Source: an optimization exercise on an open RTL-to-GDS flow (aim: small area, a short achievable clock period and few clock cycles). Production flows keep margins and buffers that such runs may drop.
Where RTL was checked, it was by simulation tests only, not by an equivalence proof against the original.
Function not checked in runs 2 to 5: the RTL went through the layout flow alone.

==> design/flow/flow/run.sh <==
#!/bin/bash
# Standard layout, with timing repair aiming at 5.7 ns below the clock period.
set -euo pipefail
bash standard.sh SETUP_SLACK_MARGIN=5.7 finish > standard_flow.log 2>&1
==> design/flow/standard.sh <==
#!/bin/bash
# synth_recipe.tcl (not shown) runs the flow's synth.tcl, then flattens the netlist and writes it again
# the make line also repeats each setting of config.mk as NAME=value (left out here)
make -C /OpenROAD-flow-scripts/flow DESIGN_CONFIG=/design/flow/config.mk WORK_HOME=/design/flow/orfs CLKGATE_MAP_FILE= SYNTH_SCRIPT=/design/flow/synth_recipe.tcl "${@:-finish}"
==> design/flow/config.mk <==
export PLATFORM = sky130hd
export DESIGN_NAME = mm2s_cmd_gen
export DESIGN_NICKNAME = mm2s_cmd_gen
export VERILOG_FILES = /design/flow/design.v
export SDC_FILE = /design/flow/constraint.sdc
export NUM_CORES = 4
export LEC_CHECK = 0
export CAP_MARGIN = 20
export CORE_MARGIN = 2
export CORE_UTILIZATION = 40
export SLEW_MARGIN = 20
==> design/flow/constraint.sdc <==
create_clock -name core_clock -period 11.0 [get_ports {clk}]
set_input_delay 2.2000 -clock core_clock [delete_from_list [all_inputs] [get_ports {clk}]]
set_output_delay 2.2000 -clock core_clock [all_outputs]
set_load 0.01 [all_outputs]
==> design/flow/design.v <==
package agna_mm2s_pkg;
  localparam int INSTR_VAR_BIT = 63;
  localparam int PTYPE_LSB     = 60;
  localparam int P_IH_LSB      = 47;    
  localparam int P_IW_LSB      = 38;    
  localparam int P_C_LSB       = 18;    
  localparam int P_IWIH_LSB    = 32;    
  localparam int P_EOM_BIT     = 58;
  localparam int V_EOL_BIT     = 60;
  localparam int V_STC_LSB     = 48;    
  localparam int V_STH_LSB     = 29;    
  localparam int V_STW_LSB     = 20;    
  localparam logic [2:0] PT_TILE  = 3'b000;
  localparam logic [2:0] PT_LAYER = 3'b001;
  localparam logic [2:0] PT_IWIH  = 3'b011;
  localparam logic [2:0] PT_BADDR = 3'b111;
  localparam int CMD_BTT_W     = 23;
  localparam int CMD_TYPE_BIT  = 23;
  localparam int CMD_EOF_BIT   = 30;
  localparam int CMD_SADDR_LSB = 32;
  localparam int CMD_TAG_LSB   = 72;
  localparam logic [3:0] TAG_EOM  = 4'b1111;
  localparam logic [3:0] TAG_LAST = 4'b1100;
  localparam logic [3:0] TAG_NONE = 4'b0000;
  localparam logic [1:0] MODE_ROW   = 2'b00;
  localparam logic [1:0] MODE_CHAN  = 2'b01;
  localparam logic [1:0] MODE_WHOLE = 2'b11;
  localparam logic [2:0] S_IDLE = 3'd0;
  localparam logic [2:0] S_C0   = 3'd1;
  localparam logic [2:0] S_C1   = 3'd2;
  localparam logic [2:0] S_C2   = 3'd3;
  localparam logic [2:0] S_GEN  = 3'd4;
endpackage
module mm2s_tile_geom
#(
  parameter int W  = 16,    
  parameter int TW = 10     
) (
  input  logic [15:0]   s,
  input  logic [TW-1:0] t,
  input  logic [W-1:0]  l,
  output logic          empty,
  output logic [TW-1:0] r,
  output logic          full
);
  logic [W:0] d;
  logic       s_hi, t_lt_d;
  if (W < 16) begin : g_narrow
    assign s_hi = (s[15:W] != '0);
  end else begin : g_wide
    assign s_hi = 1'b0;
  end
  assign d      = {1'b0, l} - {1'b0, s[W-1:0]};
  assign empty  = s_hi || d[W] || (d[W-1:0] == '0);
  if (W > TW) begin : g_dwide
    assign t_lt_d = (d[W-1:TW] != '0) || (t < d[TW-1:0]);
  end else begin : g_dnarrow
    assign t_lt_d = (t < d[TW-1:0]);
  end
  assign r      = t_lt_d ? t : d[TW-1:0];
  assign full   = (s == 16'd0) && !t_lt_d;
endmodule
import agna_mm2s_pkg::*;
module mm2s_cmd_gen
#(
  parameter int CORE_INSTR_WIDTH = 64,
  parameter int CORE_CMD_WIDTH   = 80
) (
  input  logic                        clk,
  input  logic                        rst_n,
  input  logic [CORE_INSTR_WIDTH-1:0] s_axis_mm2s_instr_tdata,
  input  logic                        s_axis_mm2s_instr_tvalid,
  output logic                        s_axis_mm2s_instr_tready,
  output logic [CORE_CMD_WIDTH-1:0]   m_axis_mm2s_cmd_tdata,
  output logic                        m_axis_mm2s_cmd_tvalid,
  input  logic                        m_axis_mm2s_cmd_tready
);
  localparam logic [3:0] E_IDLE = 4'd0;
  localparam logic [3:0] E_PC   = 4'd1;    
  localparam logic [3:0] E_PW   = 4'd2;    
  localparam logic [3:0] E_PH   = 4'd3;    
  localparam logic [3:0] E_BUB  = 4'd4;    
  localparam logic [3:0] E_E    = 4'd5;    
  localparam logic [3:0] E_D    = 4'd6;    
  localparam logic [3:0] E_D2   = 4'd7;    
  localparam logic [3:0] E_WT   = 4'd8;    
  localparam logic [3:0] E_F1   = 4'd9;    
  localparam logic [3:0] E_F    = 4'd10;   
  wire [63:0] instr = s_axis_mm2s_instr_tdata;
  logic [8:0]  tile_ih_q, tile_iw_q, layer_ih_q, layer_iw_q;
  logic [9:0]  tile_c_q;
  logic [15:0] layer_c_q;
  logic [17:0] layer_iwih_q;
  logic [31:0] fin_baddr_q;
  logic        eom_q;
  logic [3:0]  est_q, est_d;
  logic [1:0]  dg_q, dg_d;      
  logic [15:0] sc_q;           
  logic [8:0]  sw_q, sh_q;     
  logic [9:0]  rc_q;
  logic [8:0]  rh_q, rw_q;
  logic        eol_q, emp_q, wfull_q, hfull_q;
  logic        need_w_q, need_h_q, prev_c_q, prev_w_q, prev_h_q;
  logic [31:0] acc_q;
  logic [17:0] x_q, x_d;
  logic [5:0]  y_q, y_d;
  logic        a1_acc_q, a1_acc6_q, a1_eb6_q, a2_fin_q, a2_sw_q, a2_niw_q;
  logic        a1_acc_d, a1_acc6_d, a1_eb6_d, a2_fin_d, a2_sw_d, a2_niw_d;
  logic        tready_q;
  logic        w_valid_q, w_last_q, w_tl_q;
  logic [31:0] w_addr_q;
  logic [18:0] w_delta_q;
  logic [22:0] w_btt_q;
  logic [8:0]  w_hlen_q, w_hrem_q, w_iw_q;
  logic [9:0]  w_crem_q;
  logic        instr_hs, var_hs, ho, adv, wrap;
  logic [31:0] mac, mac_a1, mac_a2, w_sum;
  logic        whole, chan;
  logic        cl_any;
  logic [15:0] cl_l;
  logic [9:0]  cl_t, cl_r;
  logic        cl_e, cl_f;
  logic [8:0]  sw_cur, sh_cur;
  logic [15:0] sc_cur;
  logic        zc_e, zw_e, zh_e, zw_f, zh_f, zc_unused;
  logic [9:0]  zc_r;
  logic [8:0]  zw_r, zh_r;
  function automatic logic [1:0] top_dig(input logic [15:0] v);
    top_dig = (v[15:12] != 4'd0) ? 2'd2 : (v[11:6] != 6'd0) ? 2'd1 : 2'd0;
  endfunction
  function automatic logic [5:0] dig(input logic [15:0] v, input logic [1:0] k);
    dig = (k == 2'd2) ? {2'b0, v[15:12]} : (k == 2'd1) ? v[11:6] : v[5:0];
  endfunction
  assign whole = wfull_q && hfull_q;
  assign chan  = wfull_q && !hfull_q;
  assign s_axis_mm2s_instr_tready = tready_q;
  assign instr_hs = s_axis_mm2s_instr_tvalid && tready_q;
  assign var_hs   = instr_hs && instr[INSTR_VAR_BIT];
  assign adv = w_valid_q && m_axis_mm2s_cmd_tready;
  assign ho  = (est_q == E_F) && !emp_q &&
               (!w_valid_q || (m_axis_mm2s_cmd_tready && w_last_q));
  assign mac_a1 = a1_acc_q  ? acc_q :
                  a1_acc6_q ? {acc_q[25:0], 6'b0} :
                  a1_eb6_q  ? 32'({sh_q[0], sc_q, 6'b0}) : 32'd0;
  assign mac_a2 = a2_fin_q ? fin_baddr_q : a2_sw_q ? 32'(sw_q) :
                  a2_niw_q ? {14'h3fff, ~layer_iwih_q} : 32'd0;
  assign mac    = mac_a1 + mac_a2 + 32'(x_q) * 32'(y_q);
  assign cl_any = prev_c_q || prev_w_q || prev_h_q;
  always_comb begin
    if (prev_c_q)      begin cl_t = tile_c_q;       cl_l = layer_c_q;       end
    else if (prev_w_q) begin cl_t = 10'(tile_iw_q); cl_l = 16'(layer_iw_q); end
    else               begin cl_t = 10'(tile_ih_q); cl_l = 16'(layer_ih_q); end
  end
  mm2s_tile_geom u_clip (
    .s (acc_q[15:0]), .t (cl_t), .l (cl_l), .empty (cl_e), .r (cl_r), .full (cl_f));
  mm2s_tile_geom u_zclip_c (
    .s (16'd0), .t (tile_c_q), .l (layer_c_q), .empty (zc_e), .r (zc_r), .full (zc_unused));
  mm2s_tile_geom #(.W(9), .TW(9)) u_zclip_w (
    .s (16'd0), .t (tile_iw_q), .l (layer_iw_q), .empty (zw_e), .r (zw_r), .full (zw_f));
  mm2s_tile_geom #(.W(9), .TW(9)) u_zclip_h (
    .s (16'd0), .t (tile_ih_q), .l (layer_ih_q), .empty (zh_e), .r (zh_r), .full (zh_f));
  assign sc_cur    = prev_c_q ? acc_q[15:0] : sc_q;
  assign sw_cur    = prev_w_q ? acc_q[8:0] : sw_q;
  assign sh_cur    = prev_h_q ? acc_q[8:0] : sh_q;
  always_comb begin
    logic        to_e, to_f, to_pw, to_ph;
    logic [15:0] fv;
    est_d      = est_q;
    dg_d       = 2'd0;
    x_d        = x_q;
    y_d        = y_q;
    a1_acc_d   = 1'b0;
    a1_acc6_d  = 1'b0;
    a1_eb6_d   = 1'b0;
    a2_fin_d   = 1'b0;
    a2_sw_d    = 1'b0;
    a2_niw_d   = 1'b0;
    to_e       = 1'b0;
    to_f       = 1'b0;
    to_pw      = 1'b0;
    to_ph      = 1'b0;
    fv         = '0;
    case (est_q)
      E_IDLE: ;
      E_PC: begin
        if (dg_q != 2'd0) begin
          dg_d = dg_q - 2'd1; y_d = dig(sc_q, dg_q - 2'd1); a1_acc6_d = 1'b1;
        end else if (need_w_q) to_pw = 1'b1;
        else if (need_h_q)     to_ph = 1'b1;
        else                   est_d = E_BUB;
      end
      E_PW: begin
        if (dg_q != 2'd0) begin
          dg_d = dg_q - 2'd1; y_d = dig(16'(sw_q), dg_q - 2'd1); a1_acc6_d = 1'b1;
        end else if (need_h_q) to_ph = 1'b1;
        else                   to_e = 1'b1;
      end
      E_PH: begin
        if (dg_q != 2'd0) begin
          dg_d = dg_q - 2'd1; y_d = dig(16'(sh_q), dg_q - 2'd1); a1_acc6_d = 1'b1;
        end else to_e = 1'b1;
      end
      E_BUB: to_e = 1'b1;
      E_E: begin
        if (dg_q != 2'd0) begin
          dg_d = dg_q - 2'd1; y_d = dig(sc_q, dg_q - 2'd1); a1_acc6_d = 1'b1;
          a2_fin_d = (dg_q == 2'd1);
        end else if ((sw_cur != 9'd0) || (sh_cur != 9'd0)) begin
          est_d = E_D;
          x_d = 18'(layer_iw_q); y_d = sh_cur[5:0];
          a1_acc_d = 1'b1; a2_sw_d = 1'b1;
        end else to_f = 1'b1;
      end
      E_D: begin
        if (sh_q[8:6] != 3'd0) begin
          est_d = E_D2;
          x_d = {3'b0, layer_iw_q, 6'b0}; y_d = {3'b0, sh_q[8:6]};
          a1_acc_d = 1'b1;
        end else to_f = 1'b1;
      end
      E_D2: to_f = 1'b1;
      E_WT: to_f = 1'b1;
      E_F1: begin
        est_d = E_F;
        fv = whole ? 16'(rc_q) : chan ? 16'(rh_q) : 16'(rh_q - 9'd1);
        y_d = fv[5:0]; a1_eb6_d = 1'b1; a2_niw_d = !wfull_q;
      end
      E_F: begin
        if (ho || emp_q) est_d = E_IDLE;
        a1_eb6_d = a1_eb6_q;      
        a2_niw_d = a2_niw_q;
      end
      default: est_d = E_IDLE;
    endcase
    if (to_pw) begin
      est_d = E_PW; x_d = 18'(tile_iw_q);
      dg_d = top_dig(16'(sw_q)); y_d = dig(16'(sw_q), top_dig(16'(sw_q)));
    end
    if (to_ph) begin
      est_d = E_PH; x_d = 18'(tile_ih_q);
      dg_d = top_dig(16'(sh_q)); y_d = dig(16'(sh_q), top_dig(16'(sh_q)));
    end
    if (to_e) begin
      est_d = E_E; x_d = layer_iwih_q;
      dg_d = top_dig(sc_cur); y_d = dig(sc_cur, top_dig(sc_cur));
      a2_fin_d = (top_dig(sc_cur) == 2'd0);
    end
    if (to_f) begin
      if (cl_any) est_d = E_WT;
      else begin
        if (whole)     begin x_d = layer_iwih_q;     fv = 16'(rc_q); end
        else if (chan) begin x_d = 18'(layer_iw_q); fv = 16'(rh_q); end
        else           begin x_d = 18'(layer_iw_q); fv = 16'(rh_q - 9'd1); end
        if (fv[11:6] != 6'd0) begin
          est_d = E_F1; y_d = fv[11:6];
        end else begin
          est_d = E_F; y_d = fv[5:0]; a2_niw_d = !wfull_q;
        end
      end
    end
    if (var_hs) begin
      a1_eb6_d = 1'b0;
      a2_niw_d = 1'b0;
      if (instr[V_STC_LSB +: 10] != 10'd0) begin
        est_d = E_PC; x_d = 18'(tile_c_q);
        dg_d = top_dig(16'(instr[V_STC_LSB +: 10]));
        y_d = dig(16'(instr[V_STC_LSB +: 10]), top_dig(16'(instr[V_STC_LSB +: 10])));
      end else if (instr[V_STW_LSB +: 9] != 9'd0) begin
        est_d = E_PW; x_d = 18'(tile_iw_q);
        dg_d = top_dig(16'(instr[V_STW_LSB +: 9]));
        y_d = dig(16'(instr[V_STW_LSB +: 9]), top_dig(16'(instr[V_STW_LSB +: 9])));
      end else if (instr[V_STH_LSB +: 9] != 9'd0) begin
        est_d = E_PH; x_d = 18'(tile_ih_q);
        dg_d = top_dig(16'(instr[V_STH_LSB +: 9]));
        y_d = dig(16'(instr[V_STH_LSB +: 9]), top_dig(16'(instr[V_STH_LSB +: 9])));
      end else begin
        est_d = E_E; x_d = layer_iwih_q; y_d = '0; dg_d = 2'd0; a2_fin_d = 1'b1;
      end
    end
  end
  always_ff @(posedge clk) begin
    if (instr_hs && !instr[INSTR_VAR_BIT]) begin
      case (instr[PTYPE_LSB +: 3])
        PT_TILE: begin
          tile_ih_q <= instr[P_IH_LSB +: 9];
          tile_iw_q <= instr[P_IW_LSB +: 9];
          tile_c_q  <= instr[P_C_LSB +: 10];
        end
        PT_LAYER: begin
          layer_ih_q <= instr[P_IH_LSB +: 9];
          layer_iw_q <= instr[P_IW_LSB +: 9];
          layer_c_q  <= instr[P_C_LSB +: 16];
        end
        PT_IWIH:  layer_iwih_q <= instr[P_IWIH_LSB +: 18];
        PT_BADDR: begin
          eom_q       <= instr[P_EOM_BIT];
          fin_baddr_q <= instr[31:0];
        end
        default: ;
      endcase
    end
    if (est_q == E_PC || est_q == E_PW || est_q == E_PH || est_q == E_E ||
        est_q == E_D || est_q == E_D2) acc_q <= mac;
    dg_q       <= dg_d;
    x_q        <= x_d;
    y_q        <= y_d;
    a1_acc_q   <= a1_acc_d;
    a1_acc6_q  <= a1_acc6_d;
    a1_eb6_q   <= a1_eb6_d;
    a2_fin_q   <= a2_fin_d;
    a2_sw_q    <= a2_sw_d;
    a2_niw_q   <= a2_niw_d;
    prev_c_q   <= (est_q == E_PC) && (dg_q == 2'd0);
    prev_w_q   <= (est_q == E_PW) && (dg_q == 2'd0);
    prev_h_q   <= (est_q == E_PH) && (dg_q == 2'd0);
    if (prev_c_q) sc_q <= acc_q[15:0];
    if (est_q == E_F1) sc_q <= mac[15:0];
    if (prev_w_q) sw_q <= acc_q[8:0];
    if (prev_h_q) sh_q <= acc_q[8:0];
    if (est_q == E_F1) sh_q[0] <= mac[16];
    if (prev_c_q) rc_q <= cl_r;
    if (prev_w_q) begin rw_q <= cl_r[8:0]; wfull_q <= cl_f; end
    if (prev_h_q) begin rh_q <= cl_r[8:0]; hfull_q <= cl_f; end
    emp_q <= emp_q || (cl_any && cl_e);
    if (var_hs) begin
      sc_q     <= {6'b0, instr[V_STC_LSB +: 10]};
      sw_q     <= instr[V_STW_LSB +: 9];
      sh_q     <= instr[V_STH_LSB +: 9];
      eol_q    <= instr[V_EOL_BIT];
      need_w_q <= (instr[V_STW_LSB +: 9] != 9'd0);
      need_h_q <= (instr[V_STH_LSB +: 9] != 9'd0);
      rc_q     <= zc_r;
      rw_q     <= zw_r;
      wfull_q  <= zw_f;
      rh_q     <= zh_r;
      hfull_q  <= zh_f;
      emp_q    <= ((instr[V_STC_LSB +: 10] == 10'd0) && zc_e) ||
                  ((instr[V_STW_LSB +: 9] == 9'd0) && zw_e) ||
                  ((instr[V_STH_LSB +: 9] == 9'd0) && zh_e);
    end
    if (!rst_n) begin
      est_q    <= E_IDLE;
      tready_q <= 1'b1;
    end else begin
      est_q    <= est_d;
      tready_q <= (est_d == E_IDLE) ||
                  ((est_d == E_F) && !emp_q && !(ho || (w_valid_q && !(adv && w_last_q))));
    end
  end
  assign wrap  = (w_hrem_q == 9'd1);
  assign w_sum = w_addr_q + (wrap ? {{13{w_delta_q[18]}}, w_delta_q} : 32'(w_iw_q));
  always_ff @(posedge clk) begin
    if (ho) begin
      w_addr_q  <= acc_q;
      w_btt_q   <= wfull_q ? mac[22:0] : 23'(rw_q);
      w_delta_q <= chan ? 19'(layer_iwih_q) : ~mac[18:0];
      w_hlen_q  <= wfull_q ? 9'd1 : rh_q;
      w_hrem_q  <= wfull_q ? 9'd1 : rh_q;
      w_crem_q  <= whole ? 10'd1 : rc_q;
      w_last_q  <= whole || ((rc_q == 10'd1) && (chan || (rh_q == 9'd1)));
      w_tl_q    <= eol_q && eom_q;
      w_iw_q    <= layer_iw_q;
    end else if (adv) begin
      w_addr_q <= w_sum;
      if (wrap) begin
        w_hrem_q  <= w_hlen_q;
        w_crem_q  <= w_crem_q - 10'd1;
        w_last_q  <= (w_crem_q == 10'd2) && (w_hlen_q == 9'd1);
      end else begin
        w_hrem_q  <= w_hrem_q - 9'd1;
        w_last_q  <= (w_crem_q == 10'd1) && (w_hrem_q == 9'd2);
      end
    end
    if (!rst_n) w_valid_q <= 1'b0;
    else if (ho) w_valid_q <= 1'b1;
    else if (adv && w_last_q) w_valid_q <= 1'b0;
  end
  assign m_axis_mm2s_cmd_tvalid = w_valid_q;
  always_comb begin
    m_axis_mm2s_cmd_tdata = '0;
    m_axis_mm2s_cmd_tdata[CMD_BTT_W-1:0]       = w_btt_q;
    m_axis_mm2s_cmd_tdata[CMD_TYPE_BIT]        = 1'b1;
    m_axis_mm2s_cmd_tdata[CMD_EOF_BIT]         = 1'b1;
    m_axis_mm2s_cmd_tdata[CMD_SADDR_LSB +: 32] = w_addr_q;
    m_axis_mm2s_cmd_tdata[CMD_TAG_LSB +: 4]    = {w_last_q, w_last_q,
                                                  w_last_q && w_tl_q, w_last_q && w_tl_q};
  end
endmodule
==> out/results.tsv, run 1 <==
metric	value	unit
final_nets	3250	
status	no timing/DRC/antenna violations	
drive_gt1_share	9.00	%
maxSlewViolCount	0	
max_freq	192	MHz
slew_headroom	20.0	%
ys_async_sr_fraction	0	%
root_buffer	clkbuf_16	
routabilityCongestion	0.985	
cp-end-kind	flop	
cp_max_fo	7	
tightest_slew	1200	ps
ctsHtreeMaxLevel	2	
die-area	69100	sq um
synth_edf_count	300	
netlist_area	26800	sq um
clkLatencyLatePin	620	ps
finalCritPeriodShare	47.5	%
grtUsageMet1	41.2	%
yosysWarnings	1	
start_util	40.5	%
min_delay_path_depth	1	
hp-class	flop to flop	
hold_end	w_tl_q	
yosysSeqAreaShare	38.6	%
yosysUniqueCellTypes	84	
antenna_found_initial	12	
overflow	0	
cts_buffers	45	
grt.busiest_layer	met2	
r2r-end	rc_q[5]	
r2r-start	acc_q[1]	
grt_pass1_vias	22236	
area_growth	15.9	%
cp.arrival	5480	ps
synth_ff_type	edfxtp_1	
num_vias	23199	
routed_wl	104000	um
wire_per_inst	27.1	um
cts.sinks	367	
clkTransAtPathRegs	60	ps
die_width	263	um
dr.pass1.iters	6	
tns	0	ps
cts_max_path_buffers	3	
grt.met3_usage	5.56	%
synthCells	2818	
rows	94	
worst_clock_skew	34.4	ps
groute.usage.overall	29.0	%
reg2reg_slack	5780	ps
grt_pass1_wl	149000	um
hp-start	eol_q	
worstSetupStartpointType	flop	
portBuffers	127	
core_area	66100	sq um
drc	0	
worstSetupPathType	flop to flop	
post-dp-hpwl	77700	um
fillCellCount	6240	
fin_crit	5220	ps
dr.first_iter.drc_count	3041	
die_h	263	um
cts_tree	done	
grt_use_met2	43.0	%
avgSynthCellArea	9.51	sq um
grt_max_degree	79	
reg2reg_depth	18	
required	11260	ps
hold_viol	0	
synth-seq-cells	367	
maxCapViolCount	0	
ios	150	
rsz0062_at_grt	yes	
drtAntennaViolNets	0	
setup_violations	0	
detail_route.vias_per_cell	6.07	
[layout make-up]
class	count	area, sq um	area share [%]
flip-flops and latches	367	10400	33.4
clock inverters	33	324	1.04
repair buffers	186	1820	5.86
clock buffers	50	1150	3.72
multi-input cells	2093	15400	49.7
well taps	864	1080	3.48
diodes	2	5.00	0.0161
inverters	227	855	2.75
[critical path: stages (launching register included)]
cell and delay, ps:
edfxtp_1 560, inv_1 530, ha_1 330, nor2b_1 140, o211a_1 220, o31ai_1 410, a21oi_1 260, a21oi_1 240
xor2_1 300, ha_1 220, o21a_1 120, o21ai_0 70, nand2b_1 70, a21oi_1 60, a31o_2 250, nor4_4 310
buf_4 260, mux2i_1 310, a21oi_1 180
[synthesized netlist by cell type (25+ instances only)]
cell	instances	area share, %
edfxtp_1	300	34
nand2_1	277	3.9
a21oi_1	225	4.2
inv_1	224	3.1
o21ai_0	206	3.8
nor2_1	203	2.8
ha_1	151	7.0
and2_1	124	2.9
fa_1	111	8.3
mux2i_1	104	3.9
clkbuf_1	103	1.4
dfxtp_1	67	5.0
xnor2_1	50	1.6
nor3_1	46	0.86
a211oi_1	41	1.1
a21o_1	37	1.0
nand3_1	37	0.69
and3_1	33	0.77
nand2b_1	31	0.72
xor2_1	30	0.98
nor4_1	26	0.61
buf_4	25	0.70
[layout by cell type, fill, tap and decap left out, types with 43 or more instances in the layout]
cell / count
edfxtp_1: 300
nand2_1: 275
inv_1: 223
a21oi_1: 202
nor2_1: 200
o21ai_0: 191
ha_1: 146
clkdlybuf4s50_1: 127
and2_1: 123
fa_1: 109
mux2i_1: 97
dfxtp_1: 54
buf_4: 48
xnor2_1: 47
clkbuf_16: 46
nor3_1: 43
[state kept, by name, indices dropped and copies added, names as in the netlist, 10 cells and up]
register / count
w_btt_q: 23
w_delta_q: 19
w_addr_q: 32
layer_iwih_q: 18
tile_c_q: 10
x_q: 18
rc_q: 10
w_crem_q: 10
layer_c_q: 16
acc_q: 32
sc_q: 16
fin_baddr_q: 32
[worst max path at each step]
stage | startpoint | to | slack [ps] | cells after the start
after floorplan | m_axis_mm2s_cmd_tready | w_addr_q[4] | 5780 | 6
after global placement | a1_acc6_q | w_btt_q[21] | 4390 | 18
after detailed placement | a1_acc6_q | w_btt_q[21] | 4790 | 18
after CTS | a1_acc6_q | acc_q[30] | 5710 | 19
after global routing | prev_w_q | rc_q[1] | 5650 | 23
final | acc_q[1] | rc_q[5] | 5780 | 18
[per-stage QoR]
step | hold slack [ps] | std cells | worst slack [ps] | cell area, sq um | utilization (%)
global placement | 524 | 3709 | 4390 | 28800 | 43.6
CTS | 542 | 3801 | 5710 | 30500 | 46.1
global route | 569 | 3820 | 5650 | 31100 | 47.0
finish | 536 | 3822 | 5780 | 31100 | 47.0
floorplan | 462 | 2837 | 5780 | 26900 | -
detailed placement | 527 | 3709 | 4790 | 28800 | 43.6
[routing by layer]
layer  share of wire [%]  vias up
li1                    -    10253
met1                  43    11381
met2                  43     1308
met3                  10      251
met4                 4.5        6
met5               0.036        -
[cell families (layout without fill, tap and decap cells)]
| logic type | Yosys count | in the layout | share of synthesized area (%) |
|---|---|---|---|
| AOI/OAI and AO/OA | 731 | 731 | 16.9 |
| other | 2 | 23 | 0.0280 |
| and+or+nand+nor | 878 | 880 | 15.9 |
| DFF | 367 | 367 | 38.6 |
| adders and majority gates | 262 | 262 | 15.3 |
| xor gates and xnor gates | 80 | 80 | 2.61 |
| muxes | 119 | 119 | 4.57 |
| buffers and inverters | 379 | 496 | 6.00 |
[what timing repair did]
item	CTS	global route
gates resized for setup	47	95
hold buffers	0	0
pin swaps	3	19
setup buffers	7	17
endpoints found under the setup margin	89	69
cloned	2	2
Testbench counts, summed over its fixed seeds: cycles 12,595.
==> run 2: changes to the inputs <==
--- a/design/flow/design.v
+++ b/design/flow/design.v
@@ -116,3 +116,4 @@
   logic        instr_hs, var_hs, ho, adv, wrap;
-  logic [31:0] mac, mac_a1, mac_a2, w_sum;
+  logic [31:0] mac, mac_a1, mac_a2, mac_nb, w_sum;
+  logic [31:0] mac_row [4];
   logic        whole, chan;
@@ -146,3 +147,18 @@
                   a2_niw_q ? {14'h3fff, ~layer_iwih_q} : 32'd0;
-  assign mac    = mac_a1 + mac_a2 + 32'(x_q) * 32'(y_q);
+  always_comb begin
+    logic [6:0]  ye;
+    logic        one, two;
+    logic [18:0] m;
+    ye    = {y_q, 1'b0};
+    mac_nb = '0;
+    for (int i = 0; i < 3; i++) begin
+      one = ye[2*i+1] ^ ye[2*i];
+      two = (ye[2*i+2] && !ye[2*i+1] && !ye[2*i]) || (!ye[2*i+2] && ye[2*i+1] && ye[2*i]);
+      m   = two ? {x_q, 1'b0} : one ? {1'b0, x_q} : 19'd0;
+      mac_row[i] = ({13'd0, m} ^ {32{ye[2*i+2]}}) << (2*i);
+      mac_nb[2*i] = ye[2*i+2];
+    end
+    mac_row[3] = y_q[5] ? (32'(x_q) << 6) : 32'd0;
+  end
+  assign mac    = mac_a1 + mac_a2 + mac_row[0] + mac_row[1] + mac_row[2] + mac_row[3] + mac_nb;
   assign cl_any = prev_c_q || prev_w_q || prev_h_q;
==> design/flow/flow/run.sh (replaced) <==
#!/bin/bash
# Standard layout, with timing repair aiming at 6 ns below the clock period.
set -euo pipefail
bash standard.sh SETUP_SLACK_MARGIN=6 finish > standard_flow.log 2>&1
==> run 2 against run 1 <==
Net effect:
- sequential share of layout area is 1.8 points lower
- via count is 6.0% higher
- sequential cell count unchanged
- highest routed layer unchanged
==> out/results.tsv, run 2 <==
metric	value	unit	change
status	no timing/DRC/antenna violations		unchanged
finalCritPeriodShare	46.9	%	was 47.5%
ys_async_sr_fraction	0	%	unchanged
synth_ff_type	edfxtp_1		unchanged
area_growth	20.7	%	was 15.9%
detail_route.vias_per_cell	6.22		was 6.07
post_dp_cell_area	29300	sq um	was 28800 sq um
yosysWarnings	2		was 1
yosysSeqAreaShare	38.0	%	was 38.6%
tightest_slew	1100	ps	was 1200 ps
die_h	265	um	was 263 um
die-area	70100	sq um	was 69100 sq um
yosysUniqueCellTypes	88		was 84
drive_gt1_share	13.4	%	was 9.00%
synth.most_common_cell	edfxtp_1		unchanged
regArea	10400	sq um	about the same
die_width	265	um	was 263 um
cp_max_fo	8		was 7
synth_area_leaders	edfxtp_1 (33%), fa_1 (7.5%), ha_1 (6.1%)		was edfxtp_1 (34%), fa_1 (8.3%), ha_1 (7.0%)
grt_pass1_vias	23398		was 22236
portBuffers	127		unchanged
start_util	40.4	%	was 40.5%
clkLatencyLatePin	600	ps	was 620 ps
required	11350	ps	was 11260 ps
cts_tree	done		unchanged
rsz0062_at_grt	yes		unchanged
grt_pass1_wl	158000	um	was 149000 um
setup_violations	0		unchanged
synth_edf_count	300		unchanged
finalInstanceArea	32800	sq um	was 31100 sq um
ctsHtreeMaxLevel	2		unchanged
slowest_delay	570	ps	was 560 ps
dr.pass1.iters	9		was 6
tns	0	ps	unchanged
netlist_area	27200	sq um	was 26800 sq um
final_cell_mix	edfxtp_1 (300), nand2_1 (281), a21oi_1 (246)		was edfxtp_1 (300), nand2_1 (275), inv_1 (223)
rows	95		was 94
post-dp-hpwl	81500	um	was 77700 um
utilization	48.8	%	was 47.0%
max_freq	194	MHz	was 192 MHz
multi_input_area	16600	sq um	was 15400 sq um
synth_area_leader_cell	edfxtp_1		unchanged
yosys.area.top_type_share	33.1	%	was 33.6%
crit_chain	buf_12 > xor2_4 > and2_4 > buf_12 > a221oi_1 > ha_1 > fa_1 > fa_1 > ha_1 > nor4_2 > o21ai_2 > a221oi_2 > buf_4 > o2bb2ai_4 > a311oi_2 > o311ai_2 > a21o_1 > a21oi_2 > xnor2_1		was inv_1 > ha_1 > nor2b_1 > o211a_1 > o31ai_1 > a21oi_1 > a21oi_1 > xor2_1 > ha_1 > o21a_1 > o21ai_0 > nand2b_1 > a21oi_1 > a31o_2 > nor4_4 > buf_4 > mux2i_1 > a21oi_1
dr.first_iter.drc_count	3340		was 3041
maxSlewViolCount	0		unchanged
overflow	0		unchanged
worst_clock_skew	14.6	ps	was 34.4 ps
maxCapViolCount	0		unchanged
synthCells	2916		was 2818
fin_crit	5160	ps	was 5220 ps
groute.usage.overall	30.8	%	was 29.0%
cts.sinks	367		unchanged
cts_max_path_buffers	3		unchanged
cp.arrival	5500	ps	was 5480 ps
routed_wl	111000	um	was 104000 um
ios	150		unchanged
layout_commonest_cell	edfxtp_1		unchanged
top_regs	acc_q (32), fin_baddr_q (32), w_addr_q (32)		unchanged
synth-seq-cells	367		unchanged
slew_headroom	26.5	%	was 20.0%
crit_slowest_cell	fa_1		was edfxtp_1
clkTransAtPathRegs	60	ps	about the same
fillCellCount	6265		was 6240
hold_viol	0		unchanged
core_area	67300	sq um	was 66100 sq um
crit_family	adder cells		was compound AO/OA/AOI/OAI gates
worstSetupStartpointType	flop		unchanged
antenna_found_initial	13		was 12
drtAntennaViolNets	0		unchanged
cts_buffers	44		was 45
ys_top_cells_by_count	edfxtp_1 (300), nand2_1 (286), a21oi_1 (276), nor2_1 (252), inv_1 (198)		was edfxtp_1 (300), nand2_1 (277), a21oi_1 (225), inv_1 (224), o21ai_0 (206)
grt_max_degree	85		was 79
root_buffer	clkbuf_16		unchanged
path_buf_inv	3		was 2
avgSynthCellArea	9.33	sq um	was 9.51 sq um
drc	0		unchanged
num_vias	24596		was 23199
hp-class	flop to flop		unchanged
worstSetupPathType	flop to flop		unchanged
final_nets	3349		was 3250
routabilityCongestion	0.997		was 0.985
wire_per_inst	28.1	um	was 27.1 um
cp-end-kind	flop		unchanged
[run 2: cell types whose count changed in the layout (fill, tap and decap cells not counted), moves of 12 or more]
cell,delta
and2_1,-77
buf_4,+38
a221oi_2,+17
o22ai_1,+20
nor3b_1,-16
nor2_1,+44
ha_1,-28
o21ai_0,-23
inv_1,-31
a21oi_1,+44
xnor2_1,+20
buf_6,+14
a221oi_1,+12
[run 2: repair_timing]
| action | CTS | global route |
|---|---|---|
| gates resized for setup | 144 | 120 |
| endpoints found under the setup margin | 124 | 92 |
| pin swaps | 44 | 53 |
| cloned | 7 | 2 |
| hold buffers | 0 | 0 |
| setup buffers | 46 | 27 |
[run 2: metrics by stage]
stage | setup WS, ps | hold WS (ps) | instances
4_1_cts | 5870 | 573 | 3924
3_3_place_gp | 4610 | 538 | 3791
3_5_place_dp | 4430 | 563 | 3791
5_1_grt | 5700 | 612 | 3953
2_1_floorplan | 6010 | 479 | 2935
6_report | 5840 | 571 | 3955
[run 2: final timing paths]
| path | start | to | slack (ps) | cells past startpoint |
|---|---|---|---|---|
| setup / recovery | y_q[3] | acc_q[31] | 5840 | 19 |
| hold / removal | a1_eb6_q | a1_eb6_q | 570 | 2 |
| setup reg to reg | y_q[3] | acc_q[31] | 5840 | 19 |
| hold reg to reg | a1_eb6_q | a1_eb6_q | 570 | 2 |
[run 2: kinds of logic (layout without fill, tap and decap cells)]
group,after synthesis,after routing,share of synthesized area (%)
flops,367,367,38.0
xor+xnor,112,112,3.61
other cells,2,23,0.0276
buf+inv,385,528,5.72
fa+ha+maj,235,235,13.6
compound gates,846,846,19.9
simple gates,850,852,14.6
mux,119,119,4.46
[run 2: worst min-delay path, stage by stage (launching register included)]
cell	delay [ps]
dfxtp_1	340
a21oi_1	130
nor3_1	50
[run 2: layout make-up]
cell class	instances	area share, %
multi-input cells	2185	50.6
flip-flops and latches	367	31.7
repair buffers	248	7.73
clock buffers	59	3.72
well taps	873	3.33
inverters	200	2.31
clock inverters	21	0.625
diodes	2	0.0152
[run 2: per-layer routing]
metal	GRT usage [%]	share of wire, %
met4	15.1	5.6
met2	44.9	42
met1	42.9	42
met3	7.12	10
met5	0	0.056
==> run 3: changes to the inputs <==
--- a/design/flow/design.v
+++ b/design/flow/design.v
@@ -81,3 +81,3 @@
   localparam logic [3:0] E_PH   = 4'd3;    
-  localparam logic [3:0] E_BUB  = 4'd4;    
+  localparam logic [3:0] E_ES   = 4'd4;    
   localparam logic [3:0] E_E    = 4'd5;    
@@ -116,4 +116,3 @@
   logic        instr_hs, var_hs, ho, adv, wrap;
-  logic [31:0] mac, mac_a1, mac_a2, mac_nb, w_sum;
-  logic [31:0] mac_row [4];
+  logic [31:0] mac, mac_a1, mac_a2, w_sum;
   logic        whole, chan;
@@ -147,18 +146,3 @@
                   a2_niw_q ? {14'h3fff, ~layer_iwih_q} : 32'd0;
-  always_comb begin
-    logic [6:0]  ye;
-    logic        one, two;
-    logic [18:0] m;
-    ye    = {y_q, 1'b0};
-    mac_nb = '0;
-    for (int i = 0; i < 3; i++) begin
-      one = ye[2*i+1] ^ ye[2*i];
-      two = (ye[2*i+2] && !ye[2*i+1] && !ye[2*i]) || (!ye[2*i+2] && ye[2*i+1] && ye[2*i]);
-      m   = two ? {x_q, 1'b0} : one ? {1'b0, x_q} : 19'd0;
-      mac_row[i] = ({13'd0, m} ^ {32{ye[2*i+2]}}) << (2*i);
-      mac_nb[2*i] = ye[2*i+2];
-    end
-    mac_row[3] = y_q[5] ? (32'(x_q) << 6) : 32'd0;
-  end
-  assign mac    = mac_a1 + mac_a2 + mac_row[0] + mac_row[1] + mac_row[2] + mac_row[3] + mac_nb;
+  assign mac    = mac_a1 + mac_a2 + 32'(x_q) * 32'(y_q);
   assign cl_any = prev_c_q || prev_w_q || prev_h_q;
@@ -205,3 +189,5 @@
         else if (need_h_q)     to_ph = 1'b1;
-        else                   est_d = E_BUB;
+        else begin
+          est_d = E_ES; x_d = layer_iwih_q; y_d = mac[5:0]; a2_fin_d = 1'b1;
+        end
       end
@@ -218,3 +204,18 @@
       end
-      E_BUB: to_e = 1'b1;
+      E_ES: begin
+        if (acc_q[15:6] != 10'd0) to_e = 1'b1;    
+        else begin
+          est_d = E_F;
+          if (whole) begin
+            x_d = layer_iwih_q;
+            if (cl_r[9:6] != 4'd0) begin est_d = E_F1; y_d = {2'b0, cl_r[9:6]}; end
+            else y_d = cl_r[5:0];
+          end else begin
+            x_d = 18'(layer_iw_q);
+            fv  = chan ? 16'(rh_q) : 16'(rh_q - 9'd1);
+            if (fv[11:6] != 6'd0) begin est_d = E_F1; y_d = fv[11:6]; end
+            else begin y_d = fv[5:0]; a2_niw_d = !wfull_q; end
+          end
+        end
+      end
       E_E: begin
@@ -317,3 +318,3 @@
     end
-    if (est_q == E_PC || est_q == E_PW || est_q == E_PH || est_q == E_E ||
+    if (est_q == E_PC || est_q == E_PW || est_q == E_PH || est_q == E_E || est_q == E_ES ||
         est_q == E_D || est_q == E_D2) acc_q <= mac;
--- a/design/flow/config.mk
+++ b/design/flow/config.mk
@@ -10,2 +10,6 @@
 export CORE_UTILIZATION = 40
+export CTS_BUF_LIST = sky130_fd_sc_hd__clkbuf_8
+export CTS_CLUSTER_DIAMETER = 50
+export CTS_CLUSTER_SIZE = 12
+export PLACE_DENSITY = 0.8
 export SLEW_MARGIN = 20
==> run 3 against run 2 <==
Net effect:
- cell count decreased by 0.33%
- critical endpoint is now w_delta_q[18]
- routed wire length shrank 8.1%
- critical path depth fell by 2
- area after synthesis barely moved
- sequential share of layout area rose by 1.3 points
- global-route usage fell by 2.8 points
- via count down 0.99%
- sequential cell count stayed put
- non-clock buffer count decreased by 26
==> out/results.tsv, run 3 <==
metric	value	unit	change
grt_use_met2	40.5	%	was 44.9%
hp-class	flop to flop		unchanged
routed_wl	102000	um	was 111000 um
tightest_slew	1170	ps	was 1100 ps
cts_max_path_buffers	3		unchanged
avgSynthCellArea	9.37	sq um	was 9.33 sq um
synth_area_leader_cell	edfxtp_1		unchanged
antenna_found_initial	4		was 13
grt_pass1_wl	147000	um	was 158000 um
cts_tree	done		unchanged
dr.pass1.iters	10		was 9
detail_route.vias_per_cell	6.18		was 6.22
drc	0		unchanged
fillCellCount	6223		was 6265
cpMostUsedCell	fa_1		
crit_chain	nor2_1 > a22oi_1 > o21ai_0 > fa_1 > fa_1 > fa_1 > ha_4 > a21o_1 > a21oi_2 > nor2b_1 > o21a_1 > o21ai_4 > a21oi_4 > buf_4 > a22oi_1 > xnor2_1 > nor2_1		was buf_12 > xor2_4 > and2_4 > buf_12 > a221oi_1 > ha_1 > fa_1 > fa_1 > ha_1 > nor4_2 > o21ai_2 > a221oi_2 > buf_4 > o2bb2ai_4 > a311oi_2 > o311ai_2 > a21o_1 > a21oi_2 > xnor2_1
tns	0	ps	unchanged
synthCells	2907		was 2916
post-dp-hpwl	75800	um	was 81500 um
drive_gt1_share	10.4	%	was 13.4%
slew_headroom	22.0	%	was 26.5%
synth-seq-cells	367		unchanged
worst_clock_skew	38.3	ps	was 14.6 ps
required	11360	ps	was 11350 ps
worstSetupStartpointType	flop		unchanged
crit_slowest_cell	xnor2_1		was fa_1
fin_crit	5190	ps	was 5160 ps
finalCritPeriodShare	47.2	%	was 46.9%
num_vias	24352		was 24596
cp-end-kind	flop		unchanged
grt.met3_usage	7.29	%	was 7.12%
maxCapViolCount	0		unchanged
cts.sinks	367		unchanged
dr.first_iter.drc_count	3628		was 3340
groute.usage.overall	27.9	%	was 30.8%
yosysUniqueCellTypes	92		was 88
dp_cells	3802		was 3791
multi_input_area	16100	sq um	was 16600 sq um
setup_violations	0		unchanged
grt.busiest_layer	met2		unchanged
final_nets	3365		was 3349
max_freq	193	MHz	was 194 MHz
synth_edf_count	300		unchanged
ys_async_sr_fraction	0	%	unchanged
fin_hold_ws	597	ps	was 571 ps
portBuffers	127		unchanged
slowest_delay	590	ps	was 570 ps
grtUsageMet1	37.1	%	was 42.9%
root_buffer	clkbuf_8		was clkbuf_16
wire_per_inst	25.9	um	was 28.1 um
hold_viol	0		unchanged
yosys.area.top_type_share	33.1	%	about the same
yosysWarnings	1		was 2
start_util	40.5	%	was 40.4%
cts_buffers	44		unchanged
die_width	265	um	about the same
die-area	70200	sq um	was 70100 sq um
synth_area_leaders	edfxtp_1 (33%), fa_1 (8.2%), ha_1 (7.0%)		was edfxtp_1 (33%), fa_1 (7.5%), ha_1 (6.1%)
top_regs	acc_q (32), fin_baddr_q (32), w_addr_q (32)		unchanged
clkLatencyLatePin	670	ps	was 600 ps
grt_max_degree	97		was 85
cp.arrival	5550	ps	was 5500 ps
ys_top_cells_by_count	nand2_1 (348), edfxtp_1 (300), a21oi_1 (240), nor2_1 (238), o21ai_0 (209)		was edfxtp_1 (300), nand2_1 (286), a21oi_1 (276), nor2_1 (252), inv_1 (198)
post_dp_cell_area	29300	sq um	about the same
regArea	10400	sq um	about the same
die_h	265	um	about the same
hold_buffers	0		unchanged
yosysSeqAreaShare	38.0	%	about the same
synth.most_common_cell	nand2_1		was edfxtp_1
worstSetupPathType	flop to flop		unchanged
ios	150		unchanged
maxSlewViolCount	0		unchanged
final_cell_mix	nand2_1 (344), edfxtp_1 (300), nor2_1 (230)		was edfxtp_1 (300), nand2_1 (281), a21oi_1 (246)
ctsHtreeMaxLevel	2		unchanged
area_growth	15.5	%	was 20.7%
netlist_area	27200	sq um	about the same
clkTransAtPathRegs	80	ps	was 60 ps
grt_pass1_vias	22956		was 23398
rsz0062_at_grt	yes		unchanged
cp_max_fo	5		was 8
rows	95		unchanged
status	no timing/DRC/antenna violations		unchanged
finalInstanceArea	31400	sq um	was 32800 sq um
routabilityCongestion	1.03		was 0.997
fin_cells	3942		was 3955
synth_ff_type	edfxtp_1		unchanged
core_area	67300	sq um	unchanged
layout_commonest_cell	nand2_1		was edfxtp_1
drtAntennaViolNets	0		unchanged
overflow	0		unchanged
run 3: critical path, delay by kind of cell (launching register included):
kind	cells	cell delay, ps
XOR/XNOR	1	590
AND/OR/NAND/NOR	3	270
buffers and inverters	1	180
AO/OA/AOI/OAI	8	1390
adder cells (fa/ha/maj)	4	1900
flip-flops	1	540
run 3: area by class of cell:
| class | count | share of cell area, % |
|---|---|---|
| multi-input cells | 2216 | 51.2 |
| flip-flops and latches | 367 | 33.0 |
| repair buffers | 222 | 7.03 |
| well taps | 873 | 3.47 |
| inverters | 182 | 2.19 |
| clock buffers | 46 | 2.01 |
| clock inverters | 34 | 1.08 |
| diodes | 2 | 0.0159 |
run 3: metrics by stage:
step           util (%)  worst slack (ps)
2_1_floorplan         -              6000
3_3_place_gp       43.5              5080
3_5_place_dp       43.5              4940
4_1_cts            45.8              5980
5_1_grt            46.7              5730
6_report           46.7              5810
run 3: final timing paths:
kind	startpoint	to	slack [ps]	cells after the start
setup / recovery	layer_iwih_q[4]	w_delta_q[18]	5810	17
hold reg to reg	a2_niw_q	a2_niw_q	600	2
setup reg to reg	layer_iwih_q[4]	w_delta_q[18]	5810	17
hold / removal	a2_niw_q	a2_niw_q	600	2
run 3: timing repair:
item / in CTS / in global routing
endpoints found under the setup margin: 79 / 64
pin swaps: 22 / 60
gates resized for setup: 84 / 78
setup buffers: 24 / 27
gates cloned: 2 / 5
endpoints found under the hold margin: 0 / 0
run 3: per-layer routing:
metal | up-vias | part of all wire [%]
met3 | 425 | 13
met1 | 11525 | 38
met4 | 0 | 7.6
met5 | - | 0
met2 | 1765 | 41
li1 | 10637 | -
run 3: logic make-up after synthesis:
logic type,synth area share (%)
buf+inv,5.23
compound gates,18.2
xor+xnor,2.73
other cells,0.0276
simple gates,16.3
fa+ha+maj,15.2
flops,38.0
mux,4.31
==> run 4: changes to the inputs <==
--- a/design/flow/config.mk
+++ b/design/flow/config.mk
@@ -7,2 +7,3 @@
 export LEC_CHECK = 0
+export ABC_AREA = 1
 export CAP_MARGIN = 20
==> run 4 against run 3 <==
Net effect:
- via count up 9.2%
- global-route usage up 0.68 points
- fmax up 2.6%
- first-iteration DRC count up 11%
- core utilization down 0.14 points
- die area up 2.0%
- clock skew up 13 ps
- critical path type unchanged
- critical endpoint is now acc_q[26]
==> out/results.tsv, run 4 <==
metric	value	unit	change
status	no timing/DRC/antenna violations		unchanged
start_util	40.4	%	was 40.5%
drtAntennaViolNets	0		unchanged
synth_xor_area_share	2.05	%	was 2.73%
synth_ff_type	edfxtp_1		unchanged
post-dp-hpwl	79600	um	was 75800 um
cp.arrival	5490	ps	was 5550 ps
worstSetupPathType	flop to flop		unchanged
slew_headroom	29.7	%	was 22.0%
routabilityCongestion	1.08		was 1.03
cp-end-kind	flop		unchanged
rsz0062_at_grt	yes		unchanged
synth.area.mux_share	0	%	was 4.31%
root_buffer	clkbuf_8		unchanged
top_regs	acc_q (32), fin_baddr_q (32), w_addr_q (32)		unchanged
synth_simple_gate_area_share	18.9	%	was 16.3%
synth_compound_area_share	16.6	%	was 18.2%
detail_route.vias_per_cell	5.87		was 6.18
hp-class	flop to flop		unchanged
grt_max_degree	77		was 97
ctsHtreeMaxLevel	2		unchanged
hp-start	a2_niw_q		unchanged
dr.first_iter.drc_count	4010		was 3628
num_vias	26601		was 24352
crit_chain	buf_8 > nand2_1 > fa_1 > fa_1 > inv_1 > fa_1 > fa_1 > ha_4 > nand2_1 > nand3_2 > nand2_2 > nand2_4 > a21oi_4 > o21ai_4 > a31oi_4 > o21ai_2 > a21oi_2 > inv_1 > a21oi_2 > inv_1 > a21oi_2 > o21ai_1 > xor2_1		was nor2_1 > a22oi_1 > o21ai_0 > fa_1 > fa_1 > fa_1 > ha_4 > a21o_1 > a21oi_2 > nor2b_1 > o21a_1 > o21ai_4 > a21oi_4 > buf_4 > a22oi_1 > xnor2_1 > nor2_1
layout_commonest_cell	nand2_1		unchanged
antenna_found_initial	8		was 4
ys_async_sr_fraction	0	%	unchanged
maxSlewViolCount	0		unchanged
die_h	268	um	was 265 um
worst_clock_skew	50.9	ps	was 38.3 ps
required	11430	ps	was 11360 ps
synth_edf_count	300		unchanged
yosysWarnings	1		unchanged
synth_top_family_by_area	simple AND/OR/NAND/NOR gates		was compound AO/OA/AOI/OAI gates
synthCells	3420		was 2907
crit_slowest_cell	fa_1		was xnor2_1
maxCapViolCount	0		unchanged
clkLatencyLatePin	680	ps	was 670 ps
drc	0		unchanged
ys_top_cells_by_count	nand2_1 (743), inv_1 (535), o21ai_0 (338), edfxtp_1 (300), a21oi_1 (219)		was nand2_1 (348), edfxtp_1 (300), a21oi_1 (240), nor2_1 (238), o21ai_0 (209)
finalCritPeriodShare	46.0	%	was 47.2%
r2r-end	acc_q[26]		was w_delta_q[18]
routed_wl	105000	um	was 102000 um
cts_tree	done		unchanged
ios	150		unchanged
setup_violations	0		unchanged
reg2reg_slack	5940	ps	was 5810 ps
rows	96		was 95
synth.most_common_cell	nand2_1		unchanged
path_buf_inv	4		was 1
cts_max_path_buffers	3		unchanged
worstSetupStartpointType	flop		unchanged
area_growth	15.2	%	was 15.5%
die_width	268	um	was 265 um
yosysUniqueCellTypes	67		was 92
final_cell_mix	nand2_1 (730), inv_1 (532), o21ai_0 (326)		was nand2_1 (344), edfxtp_1 (300), nor2_1 (230)
groute.usage.overall	28.6	%	was 27.9%
wire_per_inst	23.3	um	was 25.9 um
fin_cells	4535		was 3942
crit_family	adder cells		unchanged
drive_gt1_share	10.2	%	was 10.4%
hold_buffers	0		unchanged
netlist_area	27800	sq um	was 27200 sq um
fin_crit	5060	ps	was 5190 ps
core_area	68700	sq um	was 67300 sq um
avgSynthCellArea	8.13	sq um	was 9.37 sq um
reg2reg_depth	23		was 17
tns	0	ps	unchanged
dp_cells	4381		was 3802
final_nets	3898		was 3365
hold_end	a2_niw_q		unchanged
clkTransAtPathRegs	90	ps	was 80 ps
cp_max_fo	21		was 5
hold_viol	0		unchanged
portBuffers	127		unchanged
synth_area_leaders	edfxtp_1 (32%), nand2_1 (10%), fa_1 (8.0%)		was edfxtp_1 (33%), fa_1 (8.2%), ha_1 (7.0%)
dr.pass1.iters	9		was 10
r2r-start	y_q[1]		was layer_iwih_q[4]
min_delay_path_depth	2		unchanged
grt_pass1_wl	152000	um	was 147000 um
cts_buffers	46		was 44
synth_area_leader_cell	edfxtp_1		unchanged
slowest_delay	550	ps	was 590 ps
max_freq	198	MHz	was 193 MHz
grt_pass1_vias	24603		was 22956
cts.sinks	367		unchanged
synth-seq-cells	367		unchanged
yosysSeqAreaShare	37.2	%	was 38.0%
cpMostUsedCell	fa_1		unchanged
yosys.area.top_type_share	32.4	%	was 33.1%
overflow	0		unchanged
synthAdderAreaFrac	14.9	%	was 15.2%
tightest_slew	1040	ps	was 1170 ps
die-area	71600	sq um	was 70200 sq um
fillCellCount	6579		was 6223
run 4: metal layers:
metal  GRT usage, %  part of all wire [%]  wire, um
met2           42.4                    42     43800
met3           8.45                    14     15300
met4           17.2                   7.4      7770
met1           36.8                    37     38600
met5          0.554                 0.064        68
run 4: worst register-to-register path, stage by stage, from the launching register on:
cell and delay, ps:
dfxtp_1 360, buf_8 200, nand2_1 130, fa_1 500
fa_1 550, inv_1 50, fa_1 460, fa_1 530
ha_4 220, nand2_1 80, nand3_2 90, nand2_2 80
nand2_4 60, a21oi_4 180, o21ai_4 100, a31oi_4 220
o21ai_2 90, a21oi_2 160, inv_1 70, a21oi_2 190
inv_1 80, a21oi_2 150, o21ai_1 90, xor2_1 150
run 4: metrics by stage:
stage | setup WS (ps) | hold WS [ps] | area [sq um] | util, %
CTS | 5950 | 493 | 31400 | 45.7
global route | 5830 | 514 | 32000 | 46.6
detailed placement | 4670 | 465 | 29800 | 43.4
global placement | 4700 | 455 | 29800 | 43.4
floorplan | 6000 | 439 | 27900 | -
finish | 5940 | 493 | 32000 | 46.6
run 4: cell families after synthesis:
| logic type | count (synthesis) |
|---|---|
| buffers and inverters | 699 |
| other | 2 |
| adders and majority gates | 264 |
| xor gates and xnor gates | 65 |
| and+or+nand+nor | 1224 |
| DFF | 367 |
| AOI/OAI and AO/OA | 799 |
run 4: how the worst max path moves through the flow:
stage,cells after the start,end,from
floorplan,24,acc_q[26],y_q[0]
global route,28,w_delta_q[17],a2_niw_q
CTS,25,acc_q[26],a2_niw_q
global placement,13,tready_q,s_axis_mm2s_instr_tdata[26]
finish,23,acc_q[26],y_q[1]
detailed placement,25,acc_q[26],a2_niw_q
run 4: area by class of cell:
class / count / area (sq um) / share of cell area, %
repair buffers: 218 / 2110 / 6.60
flip-flops and latches: 367 / 10400 / 32.4
inverters: 555 / 2120 / 6.64
multi-input cells: 2374 / 15200 / 47.5
diodes: 2 / 5.00 / 0.0156
repair inverters: 4 / 25.0 / 0.0782
clock inverters: 35 / 339 / 1.06
well taps: 931 / 1160 / 3.64
clock buffers: 49 / 674 / 2.11
run 4: timing repair:
item | CTS | global route
gates resized for setup | 79 | 77
buffers inserted | 21 | 39
hold endpoints to repair | 0 | 0
cloned | 5 | 3
setup endpoints to repair | 116 | 72
pin swaps | 22 | 40
==> run 5: changes to the inputs <==
--- a/design/flow/config.mk
+++ b/design/flow/config.mk
@@ -7,3 +7,2 @@
 export LEC_CHECK = 0
-export ABC_AREA = 1
 export CAP_MARGIN = 20
@@ -16 +15,2 @@
 export SLEW_MARGIN = 20
+export TNS_END_PERCENT = 5
==> run 5 against run 4 <==
Net effect:
- global-route usage down 1.2 points
- routed wire length is 5.4% lower
- register-to-register slack got worse by 100 ps
- final area decreased by 3.0%
- worst setup slack got worse by 100 ps
- synthesized cell count decreased by 15%
- count of clock-buffer cells in the layout down 2
- fmax decreased by 2.0%
- clock skew shrank 2.7 ps
- non-clock buffer count shrank 15
==> out/results.tsv, run 5 <==
metric	value	unit	change
cp-end-kind	flop		unchanged
maxCapViolCount	0		unchanged
cpMostUsedCell	fa_1		unchanged
die_h	265	um	was 268 um
netlist_area	27200	sq um	was 27800 sq um
yosysUniqueCellTypes	92		was 67
yosys.area.top_type_share	33.1	%	was 32.4%
hp-class	flop to flop		unchanged
cp.arrival	5560	ps	was 5490 ps
overflow	0		unchanged
min_delay_path_depth	1		was 2
dr.first_iter.drc_count	3838		was 4010
wire_per_inst	25.4	um	was 23.3 um
slowest_delay	560	ps	was 550 ps
status	no timing/DRC/antenna violations		unchanged
yosysWarnings	1		unchanged
synthCells	2907		was 3420
grt_pass1_vias	22634		was 24603
path_buf_inv	2		was 4
rows	95		was 96
final_nets	3343		was 3898
crit_chain	buf_6 > nand2_1 > fa_1 > fa_1 > fa_1 > inv_1 > fa_1 > ha_4 > a21o_1 > a21o_1 > a21oi_2 > o21ai_2 > a21oi_2 > a311oi_4 > nor2_2 > o211ai_1 > a21o_1 > a21oi_2 > xnor2_1		was buf_8 > nand2_1 > fa_1 > fa_1 > inv_1 > fa_1 > fa_1 > ha_4 > nand2_1 > nand3_2 > nand2_2 > nand2_4 > a21oi_4 > o21ai_4 > a31oi_4 > o21ai_2 > a21oi_2 > inv_1 > a21oi_2 > inv_1 > a21oi_2 > o21ai_1 > xor2_1
reg2reg_depth	19		was 23
cts.sinks	367		unchanged
synth_top_family_by_area	compound AO/OA/AOI/OAI gates		was simple AND/OR/NAND/NOR gates
grt_pass1_wl	144000	um	was 152000 um
antenna_found_initial	8		unchanged
cts_tree	done		unchanged
clkLatencyLatePin	670	ps	was 680 ps
post-dp-hpwl	74100	um	was 79600 um
cts_buffers	42		was 46
ys_top_cells_by_count	nand2_1 (348), edfxtp_1 (300), a21oi_1 (240), nor2_1 (238), o21ai_0 (209)		was nand2_1 (743), inv_1 (535), o21ai_0 (338), edfxtp_1 (300), a21oi_1 (219)
start_util	40.5	%	was 40.4%
synth_compound_area_share	18.2	%	was 16.6%
routed_wl	99800	um	was 105000 um
post_dp_cell_area	29200	sq um	was 29800 sq um
maxSlewViolCount	0		unchanged
timing.final.ws_setup	5840	ps	was 5940 ps
tns	0	ps	unchanged
groute.usage.overall	27.4	%	was 28.6%
synth.area.mux_share	4.31	%	was 0%
drc	0		unchanged
die-area	70200	sq um	was 71600 sq um
crit_family	adder cells		unchanged
cts_max_path_buffers	3		unchanged
synth_simple_gate_area_share	16.3	%	was 18.9%
crit_slowest_cell	fa_1		unchanged
required	11400	ps	was 11430 ps
slew_headroom	21.7	%	was 29.7%
utilization	46.1	%	was 46.6%
synth_ff_type	edfxtp_1		unchanged
dp_cells	3798		was 4381
cp_max_fo	23		was 21
die_width	265	um	was 268 um
fin_cells	3923		was 4535
layout_commonest_cell	nand2_1		unchanged
synth-seq-cells	367		unchanged
multi_input_area	16000	sq um	was 15200 sq um
dr.pass1.iters	9		unchanged
max_freq	194	MHz	was 198 MHz
synth.most_common_cell	nand2_1		unchanged
finalCritPeriodShare	46.9	%	was 46.0%
hold_buffers	0		unchanged
core_area	67300	sq um	was 68700 sq um
avgSynthCellArea	9.37	sq um	was 8.13 sq um
num_vias	24154		was 26601
path_depth	19		was 23
final_cell_mix	nand2_1 (346), edfxtp_1 (300), nor2_1 (232)		was nand2_1 (730), inv_1 (532), o21ai_0 (326)
yosysSeqAreaShare	38.0	%	was 37.2%
synth_xor_area_share	2.73	%	was 2.05%
finalInstanceArea	31000	sq um	was 32000 sq um
clkTransAtPathRegs	90	ps	about the same
detail_route.vias_per_cell	6.16		was 5.87
worst_clock_skew	48.2	ps	was 50.9 ps
top_regs	acc_q (32), fin_baddr_q (32), w_addr_q (32)		unchanged
rsz0062_at_grt	yes		unchanged
synthAdderAreaFrac	15.2	%	was 14.9%
fin_hold_ws	551	ps	was 493 ps
drive_gt1_share	9.46	%	was 10.2%
tightest_slew	1170	ps	was 1040 ps
worstSetupPathType	flop to flop		unchanged
portBuffers	127		unchanged
worstSetupStartpointType	flop		unchanged
hold_viol	0		unchanged
ys_async_sr_fraction	0	%	unchanged
synth_area_leaders	edfxtp_1 (33%), fa_1 (8.2%), ha_1 (7.0%)		was edfxtp_1 (32%), nand2_1 (10%), fa_1 (8.0%)
fillCellCount	6173		was 6579
ctsHtreeMaxLevel	2		unchanged
grt_max_degree	81		was 77
dpl_worst_slack	4950	ps	was 4670 ps
drtAntennaViolNets	0		unchanged
regArea	10400	sq um	about the same
synth_edf_count	300		unchanged
setup_violations	0		unchanged
ios	150		unchanged
synth_area_leader_cell	edfxtp_1		unchanged
root_buffer	clkbuf_8		unchanged
area_growth	14.0	%	was 15.2%
routabilityCongestion	1.07		was 1.08
fin_crit	5160	ps	was 5060 ps
==> run 5: path summary, 6_finish.rpt <==
kind	start	to	slack [ps]
max	y_q[4]	acc_q[31]	5840
min	eom_q	w_tl_q	550
max reg2reg	y_q[4]	acc_q[31]	5840
min reg2reg	eom_q	w_tl_q	550
==> run 5: area by class of cell <==
cell class                      count  area share [%]
Antenna cell                        6          0.0484
Tap cell                          873            3.52
Inverter                          182            2.23
Clock buffer                       47            2.08
Multi-Input combinational cell   2215            51.6
Timing Repair Buffer              203            6.37
Sequential cell                   367            33.4
Clock inverter                     30           0.673
==> run 5: repair_timing <==
item / in CTS / in global routing
gates cloned: 2 / 3
gates resized for setup: 74 / 68
endpoints found under the setup margin: 79 / 51
pin swaps: 17 / 41
hold endpoints to repair: 0 / 0
buffers inserted: 15 / 22
==> run 5: cells by family (layout without fill, tap and decap cells) <==
kind of cell	count (synthesis)	in the layout
AO/OA/AOI/OAI	781	781
XOR/XNOR	85	85
adder cells (fa/ha/maj)	264	264
buffers and inverters	346	462
flip-flops	367	367
multiplexers	115	115
other	2	27
AND/OR/NAND/NOR	947	949
==> run 5: per-layer routing <==
metal / GRT usage [%] / vias up / part of all wire [%]
li1: - / 10594 / -
met2: 39.9 / 1728 / 41
met5: 0.139 / - / 0.051
met4: 17.2 / 8 / 8.5
met3: 9.60 / 464 / 14
met1: 34.7 / 11360 / 36
==> run 5: worst reg2reg max path: cells and delay by family (launching register included) <==
kind / cells / cell delay (ps)
flops: 1 / 350
xor+xnor: 1 / 70
buf+inv: 2 / 300
fa+ha+maj: 5 / 2340
simple gates: 2 / 320
compound gates: 9 / 1550

-- afterwards: timing with drivers on the ports --
How much do the figures lean on ideal ports? The routed layouts below were timed once more, with nothing changed but the port constraints. Step 1 assumes that a clkbuf_16 drives the clock port and a buf_2 every other input. Step 2, shift: input delay + t, output delay - t, t = (earliest + latest rising clock arrival at the registers) / 2. This alone moves slack from input paths to output paths. a / b / c = ideal / step 1 / step 2; a / b = the first two.
run | t, ns | setup WS [ns] | latest minus earliest clock arrival (ns)
run 1 | 0.664 | 5.779 / 5.779 / 5.185 | 0.035 / 0.036
run 2 | 0.658 | 5.844 / 5.844 / 5.524 | 0.016 / 0.016
run 3 | 0.715 | 5.808 / 5.808 / 5.472 | 0.040 / 0.040
run 4 | 0.720 | 5.941 / 5.941 / 5.447 | 0.052 / 0.052
run 5 | 0.702 | 5.837 / 5.837 / 5.230 | 0.048 / 0.048
After both steps every run listed still meets setup and hold. The setup slack of run 5, which loses most, moves by 0.000 ns with the drivers and by -0.607 ns with both steps.
